What follows belongs to an exercise in optimizing a design on an open flow for small area, a short achievable clock period and few clock cycles per item; a production flow would make more cautious choices.
In this exercise RTL edits were held to simulation tests only and were not proved equivalent to the original.

**flow/design.v**
```verilog
package aes_pkg;
    typedef logic [128-1:0] aes_block_t;
    typedef union packed {
        logic [0:128/8-1][7:0]  bytes;
        logic [0:128/32-1][31:0] cols;
    } aes_state_u;
    typedef logic [3:0] round_index_t;
    function automatic logic [7:0] xtime(input logic [7:0] b);
        xtime = {b[6:0], 1'b0} ^ (b[7] ? 8'h1b : 8'h00);
    endfunction
    function automatic logic [31:0] mix_column(input logic [31:0] col, input logic mix);
        logic [7:0] a0;
        logic [7:0] a1;
        logic [7:0] a2;
        logic [7:0] a3;
        logic [7:0] t;
        logic [7:0] m;
        a0 = col[31:24];
        a1 = col[23:16];
        a2 = col[15:8];
        a3 = col[7:0];
        t  = a0 ^ a1 ^ a2 ^ a3;
        m  = {8{mix}};
        mix_column = {a0 ^ (m & (t ^ xtime(a0 ^ a1))),
                      a1 ^ (m & (t ^ xtime(a1 ^ a2))),
                      a2 ^ (m & (t ^ xtime(a2 ^ a3))),
                      a3 ^ (m & (t ^ xtime(a3 ^ a0)))};
    endfunction
endpackage
`timescale 1ns/1ps
module aes_round_sequencer (
    input  logic                  clk,
    input  logic                  reset_n,
    input  logic                  start,
    output logic                  in_ready,
    input  logic                  state_free_next,
    output logic                  accept,
    output aes_pkg::round_index_t round_num,
    output logic                  do_load,
    output logic                  do_middle,
    output logic                  do_final
);
    logic req_active;
    logic first_key;
    logic last_key;
    logic load_next;
    assign first_key = (round_num == '0);
    assign last_key  = (round_num == aes_pkg::round_index_t'(10));
    assign in_ready  = !req_active || last_key;
    assign accept    = start && in_ready;
    assign load_next = req_active && first_key && state_free_next;
    always_ff @(posedge clk or negedge reset_n)
    begin
        if (!reset_n)
        begin
            req_active <= 1'b0;
            round_num  <= '0;
        end
        else if (accept)
        begin
            req_active <= 1'b1;
            round_num  <= '0;
        end
        else if (req_active)
        begin
            if (last_key)
                req_active <= 1'b0;
            else if (!first_key || load_next)
                round_num <= round_num + 1'b1;
        end
    end
    always_ff @(posedge clk or negedge reset_n)
    begin
        if (!reset_n)
        begin
            do_load   <= 1'b0;
            do_middle <= 1'b0;
            do_final  <= 1'b0;
        end
        else
        begin
            do_load   <= load_next;
            do_middle <= req_active && !first_key && !last_key;
            do_final  <= req_active && last_key;
        end
    end
endmodule
`timescale 1ns/1ps
module aes_round_datapath (
    input  logic                 clk,
    input  aes_pkg::aes_block_t  plaintext,
    input  logic                 start_load,
    input  aes_pkg::aes_block_t  round_key,
    input  logic                 do_load,
    input  logic                 do_middle,
    input  logic                 do_final,
    output aes_pkg::aes_block_t  state
);
    aes_pkg::aes_block_t plain_q;
    aes_pkg::aes_state_u state_q;
    aes_pkg::aes_state_u subbed;
    aes_pkg::aes_state_u shifted;
    aes_pkg::aes_state_u mixed;
    aes_pkg::aes_block_t next_state;
    always_ff @(posedge clk)
    begin
        if (start_load)
            plain_q <= plaintext;
    end
    for (genvar i = 0; i < 16; i++)
    begin : g_sbox
        aes_sbox sbox_i (
            .a (state_q.bytes[i]),
            .y (subbed.bytes[i])
        );
    end
    always_comb
    begin
        for (int c = 0; c < 4; c++)
        begin
            for (int r = 0; r < 4; r++)
            begin
                shifted.bytes[4*c + r] = subbed.bytes[4*((c + r) % 4) + r];
            end
        end
    end
    always_comb
    begin
        for (int c = 0; c < 4; c++)
        begin
            mixed.cols[c] = aes_pkg::mix_column(shifted.cols[c], do_middle);
        end
    end
    assign next_state = (do_load ? plain_q : mixed) ^ round_key;
    always_ff @(posedge clk)
    begin
        if (do_load || do_middle || do_final)
            state_q <= next_state;
    end
    assign state = state_q;
endmodule
module aes_sbox (
    input  logic [7:0] a,
    output logic [7:0] y
);
    logic T1, T2, T3, T4, T5, T6, T7, T8, T9, T10, T11, T12;
    logic T13, T14, T15, T16, T17, T18, T19, T20, T21, T22, T23, T24;
    logic T25, T26, T27, M1, M2, M3, M4, M5, M6, M7, M8, M9;
    logic M10, M11, M12, M13, M14, M15, M16, M17, M18, M19, M20, M21;
    logic M22, M23, M24, M25, M26, M27, M28, M29, M30, M31, M32, M33;
    logic M34, M35, M36, M37, M38, M39, M40, M41, M42, M43, M44, M45;
    logic M46, M47, M48, M49, M50, M51, M52, M53, M54, M55, M56, M57;
    logic M58, M59, M60, M61, M62, M63, L0, L1, L2, L3, L4, L5;
    logic L6, L7, L8, L9, L10, L11, L12, L13, L14, L15, L16, L17;
    logic L18, L19, L20, L21, L22, L23, L24, L25, L26, L27, L28, L29;
    logic U0, U1, U2, U3, U4, U5, U6, U7;
    logic S0, S1, S2, S3, S4, S5, S6, S7;
    assign {U0, U1, U2, U3, U4, U5, U6, U7} = a;
    assign T1 = U0 ^ U3;
    assign T2 = U0 ^ U5;
    assign T3 = U0 ^ U6;
    assign T4 = U3 ^ U5;
    assign T5 = U4 ^ U6;
    assign T6 = T1 ^ T5;
    assign T7 = U1 ^ U2;
    assign T8 = U7 ^ T6;
    assign T9 = U7 ^ T7;
    assign T10 = T6 ^ T7;
    assign T11 = U1 ^ U5;
    assign T12 = U2 ^ U5;
    assign T13 = T3 ^ T4;
    assign T14 = T6 ^ T11;
    assign T15 = T5 ^ T11;
    assign T16 = T5 ^ T12;
    assign T17 = T9 ^ T16;
    assign T18 = U3 ^ U7;
    assign T19 = T7 ^ T18;
    assign T20 = T1 ^ T19;
    assign T21 = U6 ^ U7;
    assign T22 = T7 ^ T21;
    assign T23 = T2 ^ T22;
    assign T24 = T2 ^ T10;
    assign T25 = T20 ^ T17;
    assign T26 = T3 ^ T16;
    assign T27 = T1 ^ T12;
    assign M1 = T13 & T6;
    assign M2 = T23 & T8;
    assign M3 = T14 ^ M1;
    assign M4 = T19 & U7;
    assign M5 = M4 ^ M1;
    assign M6 = T3 & T16;
    assign M7 = T22 & T9;
    assign M8 = T26 ^ M6;
    assign M9 = T20 & T17;
    assign M10 = M9 ^ M6;
    assign M11 = T1 & T15;
    assign M12 = T4 & T27;
    assign M13 = M12 ^ M11;
    assign M14 = T2 & T10;
    assign M15 = M14 ^ M11;
    assign M16 = M3 ^ M2;
    assign M17 = M5 ^ T24;
    assign M18 = M8 ^ M7;
    assign M19 = M10 ^ M15;
    assign M20 = M16 ^ M13;
    assign M21 = M17 ^ M15;
    assign M22 = M18 ^ M13;
    assign M23 = M19 ^ T25;
    assign M24 = M22 ^ M23;
    assign M25 = M22 & M20;
    assign M26 = M21 ^ M25;
    assign M27 = M20 ^ M21;
    assign M28 = M23 ^ M25;
    assign M29 = M28 & M27;
    assign M30 = M26 & M24;
    assign M31 = M20 & M23;
    assign M32 = M27 & M31;
    assign M33 = M27 ^ M25;
    assign M34 = M21 & M22;
    assign M35 = M24 & M34;
    assign M36 = M24 ^ M25;
    assign M37 = M21 ^ M29;
    assign M38 = M32 ^ M33;
    assign M39 = M23 ^ M30;
    assign M40 = M35 ^ M36;
    assign M41 = M38 ^ M40;
    assign M42 = M37 ^ M39;
    assign M43 = M37 ^ M38;
    assign M44 = M39 ^ M40;
    assign M45 = M42 ^ M41;
    assign M46 = M44 & T6;
    assign M47 = M40 & T8;
    assign M48 = M39 & U7;
    assign M49 = M43 & T16;
    assign M50 = M38 & T9;
    assign M51 = M37 & T17;
    assign M52 = M42 & T15;
    assign M53 = M45 & T27;
    assign M54 = M41 & T10;
    assign M55 = M44 & T13;
    assign M56 = M40 & T23;
    assign M57 = M39 & T19;
    assign M58 = M43 & T3;
    assign M59 = M38 & T22;
    assign M60 = M37 & T20;
    assign M61 = M42 & T1;
    assign M62 = M45 & T4;
    assign M63 = M41 & T2;
    assign L0 = M61 ^ M62;
    assign L1 = M50 ^ M56;
    assign L2 = M46 ^ M48;
    assign L3 = M47 ^ M55;
    assign L4 = M54 ^ M58;
    assign L5 = M49 ^ M61;
    assign L6 = M62 ^ L5;
    assign L7 = M46 ^ L3;
    assign L8 = M51 ^ M59;
    assign L9 = M52 ^ M53;
    assign L10 = M53 ^ L4;
    assign L11 = M60 ^ L2;
    assign L12 = M48 ^ M51;
    assign L13 = M50 ^ L0;
    assign L14 = M52 ^ M61;
    assign L15 = M55 ^ L1;
    assign L16 = M56 ^ L0;
    assign L17 = M57 ^ L1;
    assign L18 = M58 ^ L8;
    assign L19 = M63 ^ L4;
    assign L20 = L0 ^ L1;
    assign L21 = L1 ^ L7;
    assign L22 = L3 ^ L12;
    assign L23 = L18 ^ L2;
    assign L24 = L15 ^ L9;
    assign L25 = L6 ^ L10;
    assign L26 = L7 ^ L9;
    assign L27 = L8 ^ L10;
    assign L28 = L11 ^ L14;
    assign L29 = L11 ^ L17;
    assign S0 = L6 ^ L24;
    assign S1 = ~(L16 ^ L26);
    assign S2 = ~(L19 ^ L28);
    assign S3 = L6 ^ L21;
    assign S4 = L20 ^ L22;
    assign S5 = L25 ^ L29;
    assign S6 = ~(L13 ^ L27);
    assign S7 = ~(L6 ^ L23);
    assign y = {S0, S1, S2, S3, S4, S5, S6, S7};
endmodule
`timescale 1ns/1ps
module aes_result_buffer (
    input  logic clk,
    input  logic reset_n,
    input  logic result_valid,
    input  logic credit_return,
    output logic state_free_next,
    output logic out_valid
);
    localparam int credit_bits = $clog2(2 + 1);
    logic                   pending;
    logic                   pending_d;
    logic [credit_bits-1:0] credits;
    logic [credit_bits-1:0] credits_d;
    assign out_valid = pending && (credits != '0);
    assign credits_d = credits + credit_bits'(credit_return) - credit_bits'(out_valid);
    assign pending_d = result_valid || (pending && !out_valid);
    assign state_free_next = !pending_d || (credits_d != '0);
    always_ff @(posedge clk or negedge reset_n)
    begin
        if (!reset_n)
        begin
            pending <= 1'b0;
            credits <= credit_bits'(2);
        end
        else
        begin
            pending <= pending_d;
            credits <= credits_d;
        end
    end
endmodule
`timescale 1ns/1ps
module aes_cipher_core (
    input  logic                  clk,
    input  logic                  reset_n,
    input  logic                  start,
    input  aes_pkg::aes_block_t   plaintext,
    output logic                  in_ready,
    output aes_pkg::round_index_t round_num,
    input  aes_pkg::aes_block_t   round_key,
    output aes_pkg::aes_block_t   ciphertext,
    output logic                  out_valid,
    input  logic                  credit_return
);
    logic accept;
    logic do_load;
    logic do_middle;
    logic do_final;
    logic state_free_next;
    aes_round_sequencer sequencer_i (
        .clk             (clk),
        .reset_n         (reset_n),
        .start           (start),
        .in_ready        (in_ready),
        .state_free_next (state_free_next),
        .accept          (accept),
        .round_num       (round_num),
        .do_load         (do_load),
        .do_middle       (do_middle),
        .do_final        (do_final)
    );
    aes_round_datapath datapath_i (
        .clk        (clk),
        .plaintext  (plaintext),
        .start_load (accept),
        .round_key  (round_key),
        .do_load    (do_load),
        .do_middle  (do_middle),
        .do_final   (do_final),
        .state      (ciphertext)
    );
    aes_result_buffer result_i (
        .clk             (clk),
        .reset_n         (reset_n),
        .result_valid    (do_final),
        .credit_return   (credit_return),
        .state_free_next (state_free_next),
        .out_valid       (out_valid)
    );
endmodule
```
**flow/run.sh**
```bash
#!/bin/bash
# synth_recipe.tcl (not shown) runs the flow's synth.tcl, then flattens the netlist and writes it again
# the make line also repeats each setting of config.mk as NAME=value (left out here)
make -C /OpenROAD-flow-scripts/flow DESIGN_CONFIG=/design/flow/config.mk WORK_HOME=/design/flow/orfs CLKGATE_MAP_FILE= SYNTH_SCRIPT=/design/flow/synth_recipe.tcl finish
```
**flow/config.mk**
```make
export PLATFORM = sky130hd
export DESIGN_NAME = aes_cipher_core
export DESIGN_NICKNAME = aes_cipher_core
export VERILOG_FILES = /design/flow/design.v
export SDC_FILE = /design/flow/constraint.sdc
export NUM_CORES = 4
export LEC_CHECK = 0
export CAP_MARGIN = 20
export CORE_MARGIN = 2
export CORE_UTILIZATION = 40
export SLEW_MARGIN = 20
```
**flow/constraint.sdc**
```tcl
create_clock -name core_clock -period 8.0 [get_ports {clk}]
set_input_delay 1.6000 -clock core_clock [delete_from_list [all_inputs] [get_ports {clk}]]
set_output_delay 1.6000 -clock core_clock [all_outputs]
set_load 0.01 [all_outputs]
```
==> qor.csv <==
stage,metric,value,unit
die,dieHeight,353,um
drt,wl,185000,um
worst_setup_path,cp_max_fo,20,
timing,max_freq,130,MHz
die,core_region_area,120000,um2
worst_setup_path,crit_required,8.34,ns
die,dieArea,124000,um2
placed_design,place.gp.congestion,0.967,
worst_setup_path,worstSetupPathType,flip-flop to flip-flop,
clock_tree,clk_pin_slew_worst_paths,0.06,ns
timing,fin_worst_skew,0.0187,ns
timing,final.min_clock_period,7.69,ns
flow_run,maxCapViolCount,0,
die,start_util,0.404,
drt,remaining_drc_errors,0,
clock_tree,cts_tree,done,
worst_hold_path,hold_start,sequencer_i.do_final$_DFF_PN0_,
drt,wl_per_cell,24.5,um
timing,rsz0062_at_grt,no,
synth,syn_avg_cell_area,8.70,um2
clock_tree,ctsHoldBuffers,0,
drt,vias_per_cell,6.07,
die,die_w,353,um
worst_setup_path,cp_data_arrival_time,8.03,ns
worst_setup_path,r2r_cells,20,
clock_tree,clockBufferDepth,3,
grt,first_global_vias,42900,
timing,relSlewSlack,0.286,
synth,yosysSeqAreaShare,0.164,
synth,synth_area,48600,um2
synth,yosys_register_bits,267,
worst_hold_path,worstHoldPathCells,2,
timing,finalSetupViolations,0,
timing,hold_violations,0,
worst_setup_path,start_kind,flip-flop,
drt,drt-initial-drc-count,5464,
status,run_status,finished clean,
layout,area_growth,16.1,%
synth,yosysWarningCount,3,
synth,yosysUniqueCellTypes,119,
synth,ys.flop_type,edfxtp_1,
clock_tree,postCtsSetupRepairBufs,0,
clock_tree,cts_root_buffer,clkbuf_16,
placed_design,pre_cts_ws,0.253,ns
worst_hold_path,min_path_type,flip-flop to flip-flop,
placed_design,dpl.hpwl,143000,um
synth,synth_async_sr_flop_share,0.0412,
die,rows,127,
clock_tree,cts_resized,0,
layout,fill_cells,11500,
clock_tree,insertion_delay,0.63,ns
synth,synth_nets,5882,
timing,fin_ws,0.308,ns
timing,post-route-period-util,0.961,
worst_setup_path,r2r-start,datapath_i.state_q[41]$_DFFE_PP_,
die,ios,394,
clock_tree,cts.sinks,267,
grt,antenna_found_initial,20,
grt,grt_pass1_wl,277000,um
drt,drtAntennaViolNets,0,
clock_tree,cts_buffers,41,
worst_setup_path,end_kind,flip-flop,
layout,nets,6204,
drt,vias,45800,
grt,grt.total_usage,0.285,
timing,slew_violations,0,
timing,tns,0,ns
drt,dr.pass1.iters,8,
synth,syn_inst,5585,
grt,grt-ovfl-total,0,
worst_setup_path,worstSetupStartpoint,datapath_i.state_q[41]$_DFFE_PP_,
placed_design,portBuffers,393,
clock_tree,h-tree-depth,2,
layout,drive_above_1_share,0.104,
synth,synth_edf_count,256,
timing,tightest_slew,1.07,ns
grt,grt_max_degree,75,
-- cell type report --
type                       instances  area [um2]  share of cell area
multi-input combinational       4827       38600               0.684
timing repair buffer             682        6100               0.108
inverter                          88         330             0.00585
clock buffer                      45        1080              0.0192
clock inverter                    31         328             0.00581
tap                             1612        2020              0.0357
antenna                            7        17.5            0.000310
sequential                       267        7970               0.141
-- sequential cells by signal, indices dropped and copies added (netlist names) --
name                    flops
datapath_i.plain_q        128
result_i.pending            1
sequencer_i.do_final        1
result_i.credits            2
sequencer_i.do_load         1
datapath_i.state_q        128
sequencer_i.round_num       4
sequencer_i.req_active      1
sequencer_i.do_middle       1
-- path summary, 6_finish.rpt --
path | endpoint | slack, ns
min in group asynchronous | sequencer_i.req_active$_DFF_PN0_ | 1.32
worst max register to register | datapath_i.state_q[103]$_DFFE_PP_ | 0.31
worst max-delay path | datapath_i.state_q[103]$_DFFE_PP_ | 0.31
worst min-delay path | result_i.pending$_DFF_PN0_ | 0.49
worst min register to register | result_i.pending$_DFF_PN0_ | 0.49
max in group asynchronous | sequencer_i.do_middle$_DFF_PN0_ | 6.31
-- synthesized netlist by cell type, types with 19 or more instances --
master | count | area share
nand2_1 | 428 | 0.033
and3_1 | 73 | 0.0094
xnor2_2 | 68 | 0.023
clkbuf_1 | 221 | 0.017
xor3_1 | 50 | 0.024
mux2_2 | 23 | 0.0053
nor3b_1 | 23 | 0.0036
o211ai_1 | 82 | 0.013
nor3_1 | 156 | 0.016
o31ai_1 | 63 | 0.0097
a21boi_0 | 31 | 0.0048
nand2b_1 | 73 | 0.0094
xnor3_1 | 225 | 0.10
a22oi_1 | 43 | 0.0066
buf_2 | 135 | 0.014
nand4_1 | 37 | 0.0048
nor4_1 | 31 | 0.0040
mux2i_1 | 85 | 0.018
ha_1 | 37 | 0.0095
or3_1 | 38 | 0.0049
o22ai_1 | 99 | 0.013
edfxtp_1 | 256 | 0.16
buf_4 | 23 | 0.0036
inv_1 | 87 | 0.0067
a211oi_1 | 102 | 0.016
o21ai_0 | 305 | 0.031
xnor2_1 | 765 | 0.14
nor2_1 | 358 | 0.028
a31oi_1 | 53 | 0.0068
o32ai_1 | 23 | 0.0041
xor2_1 | 383 | 0.069
a221oi_1 | 37 | 0.0067
or2_2 | 19 | 0.0024
nand3_1 | 146 | 0.015
a21o_1 | 25 | 0.0039
and2_1 | 49 | 0.0063
xor2_2 | 25 | 0.0084
nor2b_1 | 26 | 0.0033
a21oi_1 | 402 | 0.041
o221ai_1 | 39 | 0.0070
-- critical path, stage by stage (launching register included) --
cell and delay [ns]:
edfxtp_1 0.52, xnor3_1 0.53, xor2_1 0.61, xnor2_1 0.28
inv_1 0.14, ha_1 0.32, xnor3_1 0.54, xnor3_1 0.43
buf_4 0.33, nor3_1 0.08, or4_1 0.68, xnor2_1 0.40
xor3_1 0.38, xnor2_1 0.59, xor2_2 0.12, buf_4 0.21
xnor3_1 0.37, nand2_1 0.06, xor2_1 0.17, o21ai_1 0.51
xor2_1 0.13
-- cells in the final DEF (no fill, tap or decap), drive strengths merged, types with 43 or more instances in the layout --
cell type	count
a211oi	117
a21oi	402
a22oi	43
a31oi	56
and2	49
and3	73
buf	289
clkbuf	45
clkdlybuf4s50	393
edfxtp	256
inv	94
mux2i	86
nand2	429
nand2b	73
nand3	146
nor2	367
nor3	159
o211ai	84
o21ai	323
o22ai	99
o31ai	70
xnor2	845
xnor3	232
xor2	412
xor3	52
-- stage by stage --
stage                     hold slack, ns  instance area [um2]  instances  utilization
final                              0.488                56400       7559        0.469
after global routing               0.509                56400       7553        0.469
after CTS                          0.495                56400       7552        0.469
after detailed placement           0.481                55000       7476        0.457
after global placement             0.468                55000       7476        0.457
after floorplan                    0.431                48600       5585            -
-- cells by family (layout without fill, tap and decap cells) --
logic type               Yosys count  after routing  synth area share
flip-flops                       267            267             0.164
buffers and inverters            491            846            0.0437
XOR/XNOR                        1541           1541             0.380
AND/OR/NAND/NOR                 1516           1516             0.150
AO/OA/AOI/OAI                   1600           1600             0.223
other                              0              7                 0
multiplexers                     117            117            0.0264
adder cells (fa/ha/maj)           53             53            0.0128
-- routing by layer --
metal,global-route usage,routed length [um],vias up
li1,-,-,21200
met1,0.395,79600,22100
met2,0.453,83500,2242
met3,0.0492,15900,321
met4,0.0846,5800,24
met5,0,167,-
Testbench counts, summed over its fixed seeds: cycles 8,472, blocks 768.

## static timing again, ports no longer ideal
Ports are ideal in the flow. The routed layout listed here was re-timed in OpenROAD. Step 1: set_driving_cell puts a clkbuf_16 on clk and a buf_2 on each other input, an assumption about the parent block. Step 2, shift: input delay + t, output delay - t, t = (earliest + latest rising clock arrival at the registers) / 2. This alone moves slack from input paths to output paths. a / b / c = no drivers / after step 1 / after step 2; a / b = the first two.
t (ns): 0.690
slack for setup (ns): 0.308 / 0.308 / 0.308
worst setup path after step 2: register to register
latest minus earliest clock arrival (ns): 0.020 / 0.020
After both steps setup and hold are still met in this run. For this run, drivers alone change the setup slack by 0.000 ns; drivers and shift together by 0.000 ns.
